Context: an optimization exercise on an open-source flow, tuned for small area, a short achievable clock period and few clock cycles. The choices shown serve that exercise and are no tape-out recipe. Where RTL was checked, it was by simulation tests only, not by an equivalence proof against the original. Power figures rest on the tool's default switching activity, not on a simulated workload.

## alpha
// qm_top
module qm_top (
    input  logic        clk,
    input  logic        rst_n,
    input  logic        psel,
    input  logic        penable,
    input  logic        pwrite,
    input  logic [11:0] paddr,
    input  logic [31:0] pwdata,
    output logic [31:0] prdata,
    output logic        pready,
    output logic        pslverr
);
    function automatic logic [31:0] lowest(input logic [31:0] x);
        logic [31:0] p;
        p = x;
        for (int s = 0; s < 5; s++) begin
            for (int i = 0; i < 32; i++) begin
                if ((i >> s) & 1) p[i] = p[i] | p[((i >> s) << s) - 1];
            end
        end
        lowest = x & ~{p[30:0], 1'b0};
    endfunction
    function automatic logic [4:0] enc(input logic [31:0] oh);
        enc = '0;
        for (int i = 0; i < 32; i++) begin
            if (oh[i]) enc = enc | 5'(i);
        end
    endfunction
    logic setup, access;
    logic a_onset, a_ctrl, a_status, a_result, mapped;
    logic [4:0] k;
    assign setup    = psel & ~penable;
    assign access   = psel & penable;
    assign a_onset  = (paddr == 12'h000);
    assign a_ctrl   = (paddr == 12'h004);
    assign a_status = (paddr == 12'h008);
  ...
clock: 12.0 ns
lec_check: 0
cap_margin: 30
core_margin: 2
core_utilization: 40
slew_margin: 20
standard.sh (not shown) runs the stock make flow with config.mk's settings and CLKGATE_MAP_FILE= SYNTH_SCRIPT=/design/flow/synth_recipe.tcl, a recipe that flattens the netlist after the stock synthesis.
==> flow/flow/run.sh <==
#!/bin/bash
# Standard ORFS flow, with timing repair aiming past the clock target and
# plain buffers on the ports.
set -euo pipefail
bash standard.sh SETUP_SLACK_MARGIN=6 'BUFFER_PORTS_ARGS=-buffer_cell sky130_fd_sc_hd__buf_2' finish > standard.log 2>&1
## Diff of input files: beta against alpha
==> flow/flow/run.sh <==
#!/bin/bash
# Standard ORFS flow, with timing repair aiming past the clock target, plain
# buffers on the ports, lighter design repair and smaller clock buffers.
set -euo pipefail
bash standard.sh SETUP_SLACK_MARGIN=8 CAP_MARGIN=10 SLEW_MARGIN=10 \
  'BUFFER_PORTS_ARGS=-buffer_cell sky130_fd_sc_hd__buf_2' \
  'CTS_BUF_LIST=sky130_fd_sc_hd__clkbuf_4 sky130_fd_sc_hd__clkbuf_8' \
  finish > standard.log 2>&1
### Flow results
- Cell at the slowest stage of the critical path = nor4_1: alpha; cell at the slowest stage of the critical path = fa_2: beta
- Routed wire length ends up higher on beta.
- Cmp beta vs alpha: layout-stage area growth over the synthesis result higher in beta
- Taking alpha as the reference, in beta number of placed instances, taps included picked up an extra 24, maximum frequency picked up an extra about 23%, cell area picked up an extra 3000 sq um, core utilization picked up an extra 4.8 points.
- Looking at sequential share of power across alpha and beta, the one that comes out lower is beta.
- Changes observed in beta relative to alpha: starting density of the core about even; clock power rose about 4%.
- Relative to alpha, the post-detailed-placement cell area of beta is higher by about 1.1%.
No run of this note included a check of the RTL's function; only the layout flow was run.


== TR ==
qm_top, a different RTL version from the one above (not shown whole).
Size in the first run: about 3700 cells after synthesis, roughly 83 I/O pins, roughly 0.026 mm^2 of cells after synthesis.
export LEC_CHECK = 0
export ABC_AREA = 1
export CAP_MARGIN = 30
export CORE_MARGIN = 2
export CORE_UTILIZATION = 50
export SLEW_MARGIN = 20
create_clock -name core_clock -period 12.0 [get_ports {clk}]
==> flow/flow/run.sh <==
#!/bin/bash
# Standard ORFS flow, with timing repair aiming past the clock target and
# plain buffers on the ports.
set -euo pipefail
bash standard.sh SETUP_SLACK_MARGIN=8 'BUFFER_PORTS_ARGS=-buffer_cell sky130_fd_sc_hd__buf_2' finish > standard.log 2>&1
Testbench counts of TR, summed over its fixed seeds: cycles 7,828.
What JK does differently from TR at the input level:
Settings: changing CORE_UTILIZATION from 50 to 40; changing SLEW_MARGIN from 20 to 15; changing CAP_MARGIN from 30 to 15.
Results
- JK went all the way through synthesis, placement and routing and the layout is clean on timing, DRC and antenna.
- Looking at start point of the critical path, the paddr[3] result is from TR; the rd_status one comes from JK.
- NOTE via count TR->JK decreased by a few percent
- Comparing JK against TR, there is no change at all in number of primary I/O pins.
- In the metrics for JK and TR, the one carrying the lower routed wire length is JK.
- Compared with TR, in JK maximum cell stage delay along the critical path went up; number of gates given a new drive strength after cts went up.


## v6
Starting RTL as in the previous note.
Design qm_top, start of the top module:
module qm_top (
    input  logic        clk,
    input  logic        rst_n,
    input  logic        psel,
    input  logic        penable,
    input  logic        pwrite,
    input  logic [11:0] paddr,
    input  logic [31:0] pwdata,
    output logic [31:0] prdata,
    output logic        pready,
    output logic        pslverr
);
clock: 12.0 ns
lec_check: 0
abc_area: 1
cap_margin: 30
core_margin: 2
core_utilization: 40
slew_margin: 20
==> flow/flow/run.sh <==
#!/bin/bash
# Standard ORFS flow, with timing repair aiming past the clock target and
# plain buffers on the ports.
set -euo pipefail
export CTS_CLUSTER_SIZE=24
bash standard.sh SETUP_SLACK_MARGIN=8 'BUFFER_PORTS_ARGS=-buffer_cell sky130_fd_sc_hd__buf_2' finish > standard.log 2>&1
Testbench counts of v6, summed over its fixed seeds: cycles 7,828.
Input-level comparison between v7 and v6:
==> flow/flow/run.sh <==
#!/bin/bash
# Standard ORFS flow, with timing repair aiming past the clock target and
# plain buffers on the ports.
set -euo pipefail
bash standard.sh SETUP_SLACK_MARGIN=8.5 'BUFFER_PORTS_ARGS=-buffer_cell sky130_fd_sc_hd__buf_2' finish > standard.log 2>&1
--- outcome ---
All of v6 and v7 finish clean.
Required time of the critical path: v6 vs v7 — no meaningful difference
Min maximum VDD drop across v6 and v7: v7
v7 against v6: setup slack closely matched the old numbers, cell count rose by 125.


## harbor
Starting RTL as in the previous note.
Settings: LEC_CHECK=0, ABC_AREA=1, CAP_MARGIN=30, CORE_MARGIN=2, CORE_UTILIZATION=40, SLEW_MARGIN=20; clock period 12.0 ns.
==> flow/flow/run.sh <==
#!/bin/bash
# Standard ORFS flow, with timing repair aiming past the clock target and
# plain buffers on the ports.
set -euo pipefail
bash standard.sh SETUP_SLACK_MARGIN=8 'BUFFER_PORTS_ARGS=-buffer_cell sky130_fd_sc_hd__buf_2' CTS_CLUSTER_SIZE=24 finish > standard.log 2>&1
harbor ran to completion and came out clean on the timing, design-rule and antenna checks.
Testbench counts of harbor, summed over its fixed seeds: cycles 7,828.
Input-level comparison between tundra and harbor:
==> flow/flow/run.sh <==
#!/bin/bash
# Standard ORFS flow, with timing repair aiming past the clock target and
# plain buffers on the ports.
set -euo pipefail
bash standard.sh SETUP_SLACK_MARGIN=7.5 'BUFFER_PORTS_ARGS=-buffer_cell sky130_fd_sc_hd__buf_2' finish > standard.log 2>&1
Findings:
harbor → tundra: first-iteration DRC count did not really move; non-clock buffer count went down; routed length on met3 went down.
> inputs changed (tundra -> raven)
==> flow/flow/run.sh <==
#!/bin/bash
# Standard ORFS flow, with timing repair aiming past the clock target and
# plain buffers on the ports.
set -euo pipefail
bash standard.sh SETUP_SLACK_MARGIN=8 'BUFFER_PORTS_ARGS=-buffer_cell sky130_fd_sc_hd__buf_2' finish > standard.log 2>&1
Results
Against tundra, raven comes in 0.049 ns lower on hold slack.
Comparing total routing usage reported by global routing for tundra and raven, the smaller number came from raven.
Summary of the comparison: transition time of the tightest slew-check pin is lower in raven, relative to tundra.
Looking at reg-to-reg setup timing slack, raven sits above tundra.
Buffers plus inverters on the worst setup path in raven vs tundra: up 1
raven vs tundra, launching element of the worst setup path: rd_status vs rd_onset
#### Input delta (zinc over raven)
- ABC_AREA: 1 -> unset
- raven ended up with rd_status as its first element of the critical path; zinc ended up with rowbits[5].
- Non-clock buffer count (zinc over raven): increase, 15%
- In zinc, synthesized net count is lower than in raven.
- Summary of zinc over raven: gate count after technology mapping decreased by 17% relative to the old numbers, total power of the final layout increased by 1.1 mW relative to the old numbers, initial antenna violation count increased by 2 relative to the old numbers.
- | non-filler instance count after layout | zinc vs raven | 14% lower |
- Utilization for zinc: 0.45 points up relative to raven
- Relative to raven, leakage power decreased by 1.4 nW in zinc.
- Higher proportion of total power due to net switching among zinc and raven: zinc
- Design area for zinc is higher than for raven.
Input-level comparison between maple and zinc:
- putting ABC_AREA at 1 where nothing was set
diff --git a/flow/flow/run.sh b/flow/flow/run.sh
--- a/flow/flow/run.sh
+++ b/flow/flow/run.sh
@@ -4,2 +4,3 @@
 set -euo pipefail
+export CTS_ARGS='-sink_clustering_enable -repair_clock_nets -dont_use_dummy_load'
 bash standard.sh SETUP_SLACK_MARGIN=8 'BUFFER_PORTS_ARGS=-buffer_cell sky130_fd_sc_hd__buf_2' finish > standard.log 2>&1
### Flow results
maple closes out successfully: all stages finished, all timing, DRC and antenna checks passed.
Origin of the worst setup path = paddr[7]: maple; origin of the worst setup path = rowbits[5]: zinc
Taking zinc as the reference, in maple post-route fraction of the period consumed by the critical path went down 0.16 points, met3 demand-to-capacity share in global routing shows a reduction of 2.2 points.
Sequential share of cell area in maple vs zinc: up 0.55 points
Between zinc and maple, cell area after layout is higher for zinc, maple comes in under that.
Of the two values seen for path type of the worst setup path, input pin to register was produced by maple and register to register by zinc.
maple improves on zinc in total power.
maple against zinc: post-placement cell area has decreased; number of standard cells after synthesis climbed 21%.


Setup of 02-10:
Starting RTL as in the previous note.
## qm_top
module qm_top (
    input  logic        clk,
    input  logic        rst_n,
    input  logic        psel,
    input  logic        penable,
    input  logic        pwrite,
    input  logic [11:0] paddr,
    input  logic [31:0] pwdata,
    output logic [31:0] prdata,
    output logic        pready,
    output logic        pslverr
);
clock: 12.0 ns
lec_check: 0
abc_area: 1
cap_margin: 30
core_margin: 2
core_utilization: 40
slew_margin: 20
==> flow/flow/run.sh <==
#!/bin/bash
# Standard ORFS flow, with timing repair aiming past the clock target and
# plain buffers on the ports.
set -euo pipefail
export CTS_ARGS='-sink_clustering_enable -repair_clock_nets -dont_use_dummy_load -sink_clustering_buffer sky130_fd_sc_hd__clkbuf_8'
bash standard.sh SETUP_SLACK_MARGIN=8 'BUFFER_PORTS_ARGS=-buffer_cell sky130_fd_sc_hd__buf_2' finish > standard.log 2>&1
02-10: done, clean on timing, DRC and antenna
Testbench counts of 02-10, summed over its fixed seeds: cycles 7,828.
The inputs of 06-07 differ from those of 02-10 as listed below.
==> flow/flow/run.sh <==
#!/bin/bash
# Standard ORFS flow, with timing repair aiming past the clock target and
# plain buffers on the ports.
set -euo pipefail
export PLACE_DENSITY=0.7
bash standard.sh SETUP_SLACK_MARGIN=8 'BUFFER_PORTS_ARGS=-buffer_cell sky130_fd_sc_hd__buf_2' finish > standard.log 2>&1
==> run summary <==
Number of gates on the worst path with buffers counted (higher): 02-10. The number of nets at the end of the flow in 06-07 sits 52 below the value recorded for 02-10. Per the comparison of 06-07 with 02-10, overall power increased about 6.6%; share of total power in the clock network increased 5.1 points; design area essentially unchanged; global-route track usage on met3 increased 0.76 points; synthesis-to-finish area growth essentially unchanged.


## nickel
qm_top, a different RTL version from the one above (not shown whole).
Size in the first run: ~3100 cells after synthesis, ~530 flip-flops, about 0.026 mm^2 of cells after synthesis.
==> flow/config.mk <==
export PLATFORM = sky130hd
export DESIGN_NAME = qm_top
export DESIGN_NICKNAME = qm_top
export VERILOG_FILES = /design/flow/design.v
export SDC_FILE = /design/flow/constraint.sdc
export NUM_CORES = 8
export LEC_CHECK = 0
export CAP_MARGIN = 30
export CORE_MARGIN = 2
export CORE_UTILIZATION = 40
export SLEW_MARGIN = 20
==> flow/constraint.sdc <==
create_clock -name core_clock -period 12.0 [get_ports {clk}]
set_input_delay 2.4000 -clock core_clock [delete_from_list [all_inputs] [get_ports {clk}]]
set_output_delay 2.4000 -clock core_clock [all_outputs]
set_load 0.01 [all_outputs]
==> flow/flow/run.sh <==
#!/bin/bash
# Standard ORFS flow, with timing repair aiming past the clock target and
# plain buffers on the ports.
set -euo pipefail
bash standard.sh SETUP_SLACK_MARGIN=7 'BUFFER_PORTS_ARGS=-buffer_cell sky130_fd_sc_hd__buf_2' finish > standard.log 2>&1
nickel reached the end of the flow, and the finished layout is clean on the timing, design-rule and antenna checks.
Testbench counts of nickel, summed over its fixed seeds: cycles 7,828.
Input changes introduced in fjord (baseline for comparison: nickel):
==> flow/flow/run.sh <==
#!/bin/bash
# Standard ORFS flow, with timing repair aiming past the clock target and
# plain buffers on the ports.
set -euo pipefail
bash standard.sh SETUP_SLACK_MARGIN=8 'BUFFER_PORTS_ARGS=-buffer_cell sky130_fd_sc_hd__buf_2' finish > standard.log 2>&1
[summary]
Diff nickel -> fjord: post-synth design cell area barely changed; final clock period utilization by the worst path dropped 7.4 points. Measured against each other, fjord and nickel differ in wire length, the lower figure coming from nickel. On average via count per standard cell, fjord and nickel are basically level. [fjord vs nickel] design area: higher in fjord. On data arrival time of the critical path: fjord sits below nickel. Between nickel and fjord, the wire length of the first global-routing pass does not differ in any meaningful way.


Another version of the RTL of qm_top (not shown whole).
Size: about 83 I/O pins.
Settings: LEC_CHECK=0, ABC_AREA=1, CAP_MARGIN=30, CORE_MARGIN=2, CORE_UTILIZATION=45, SLEW_MARGIN=20; clock period 12.0 ns.
==> flow/flow/run.sh <==
#!/bin/bash
# Standard ORFS flow, with timing repair aiming past the clock target and
# plain buffers on the ports.
set -euo pipefail
bash standard.sh SETUP_SLACK_MARGIN=8 'BUFFER_PORTS_ARGS=-buffer_cell sky130_fd_sc_hd__buf_2' finish > standard.log 2>&1
The first run finished with timing, DRC and antenna clean.
Testbench counts at the start, summed over its fixed seeds: cycles 7,828.
Next try:
==> flow/flow/run.sh (replaced) <==
#!/bin/bash
# Standard ORFS flow, with timing repair aiming past the clock target and
# plain buffers on the ports, and a clock tree without dummy loads.
set -euo pipefail
export CTS_ARGS='-sink_clustering_enable -repair_clock_nets -dont_use_dummy_load'
bash standard.sh SETUP_SLACK_MARGIN=8 'BUFFER_PORTS_ARGS=-buffer_cell sky130_fd_sc_hd__buf_2' finish > standard.log 2>&1
The changed run completed without violations.
Final cell count fell by 0.88%.
Design area falls by about 1.3%.
Setup slack is worse by 4.0 ps.
Routed wire length is lower by 0.32%.
Total power decreases by 5.7%.
Synthesized cell count does not change.
Area after synthesis stays the same.
Die area is unchanged.
Fmax stays flat.
Sequential share of layout area went up by 0.49 points.

==> afterwards: timing with drivers on the ports <==
The flow's constraints put no driver on any port. The routed layouts listed below were extracted and timed again, unchanged, in two steps.
Step 1, drivers: a clkbuf_16 drives clk and a buf_2 each remaining input, both assumed.
Step 2 also shifts input and output timing later by t, the mid clock arrival at the registers, as if the neighbouring blocks saw the same clock.
Three values: ideal ports, drivers, drivers and shift; two values: the first two.
| run | t, ns | slack for setup (ns) | worst register clock-pin slew, ns | worst slew at a driven data input, ns |
|---|---|---|---|---|
| alpha | 0.685 | 6.524 / 6.524 / 6.074 | 0.07 / 0.07 | 0.08 |
| beta | 0.744 | 7.551 / 7.563 / 6.819 | 0.08 / 0.08 | 0.07 |
| TR | 0.671 | 7.946 / 7.939 / 7.314 | 0.07 / 0.07 | 0.06 |
| JK | 0.689 | 7.995 / 7.935 / 7.425 | 0.07 / 0.07 | 0.05 |
| v6 | 0.682 | 7.998 / 7.934 / 7.449 | 0.08 / 0.08 | 0.05 |
| v7 | 0.698 | 8.001 / 7.939 / 7.443 | 0.07 / 0.07 | 0.07 |
| harbor | 0.682 | 7.998 / 7.934 / 7.449 | 0.08 / 0.08 | 0.05 |
| tundra | 0.691 | 7.697 / 7.635 / 7.067 | 0.07 / 0.07 | 0.04 |
| raven | 0.682 | 7.998 / 7.934 / 7.449 | 0.08 / 0.08 | 0.05 |
| zinc | 0.694 | 7.952 / 7.902 / 7.403 | 0.08 / 0.08 | 0.06 |
| maple | 0.657 | 7.971 / 7.967 / 7.360 | 0.07 / 0.07 | 0.04 |
| 02-10 | 0.629 | 7.967 / 7.974 / 7.370 | 0.06 / 0.06 | 0.05 |
| 06-07 | 0.680 | 7.943 / 7.930 / 7.293 | 0.07 / 0.07 | 0.04 |
| nickel | 0.697 | 6.877 / 6.877 / 6.877 | 0.08 / 0.08 | 0.05 |
| fjord | 0.676 | 7.765 / 7.765 / 7.400 | 0.07 / 0.07 | 0.05 |
| the first run of note 7 | 0.676 | 8.060 / 8.007 / 7.422 | 0.07 / 0.07 | 0.06 |
| the second run of note 7 | 0.644 | 8.056 / 7.995 / 7.504 | 0.07 / 0.07 | 0.06 |
After both steps every run listed still meets setup and hold. For beta, which loses most, drivers alone change the setup slack by +0.012 ns; drivers and shift together by -0.732 ns.
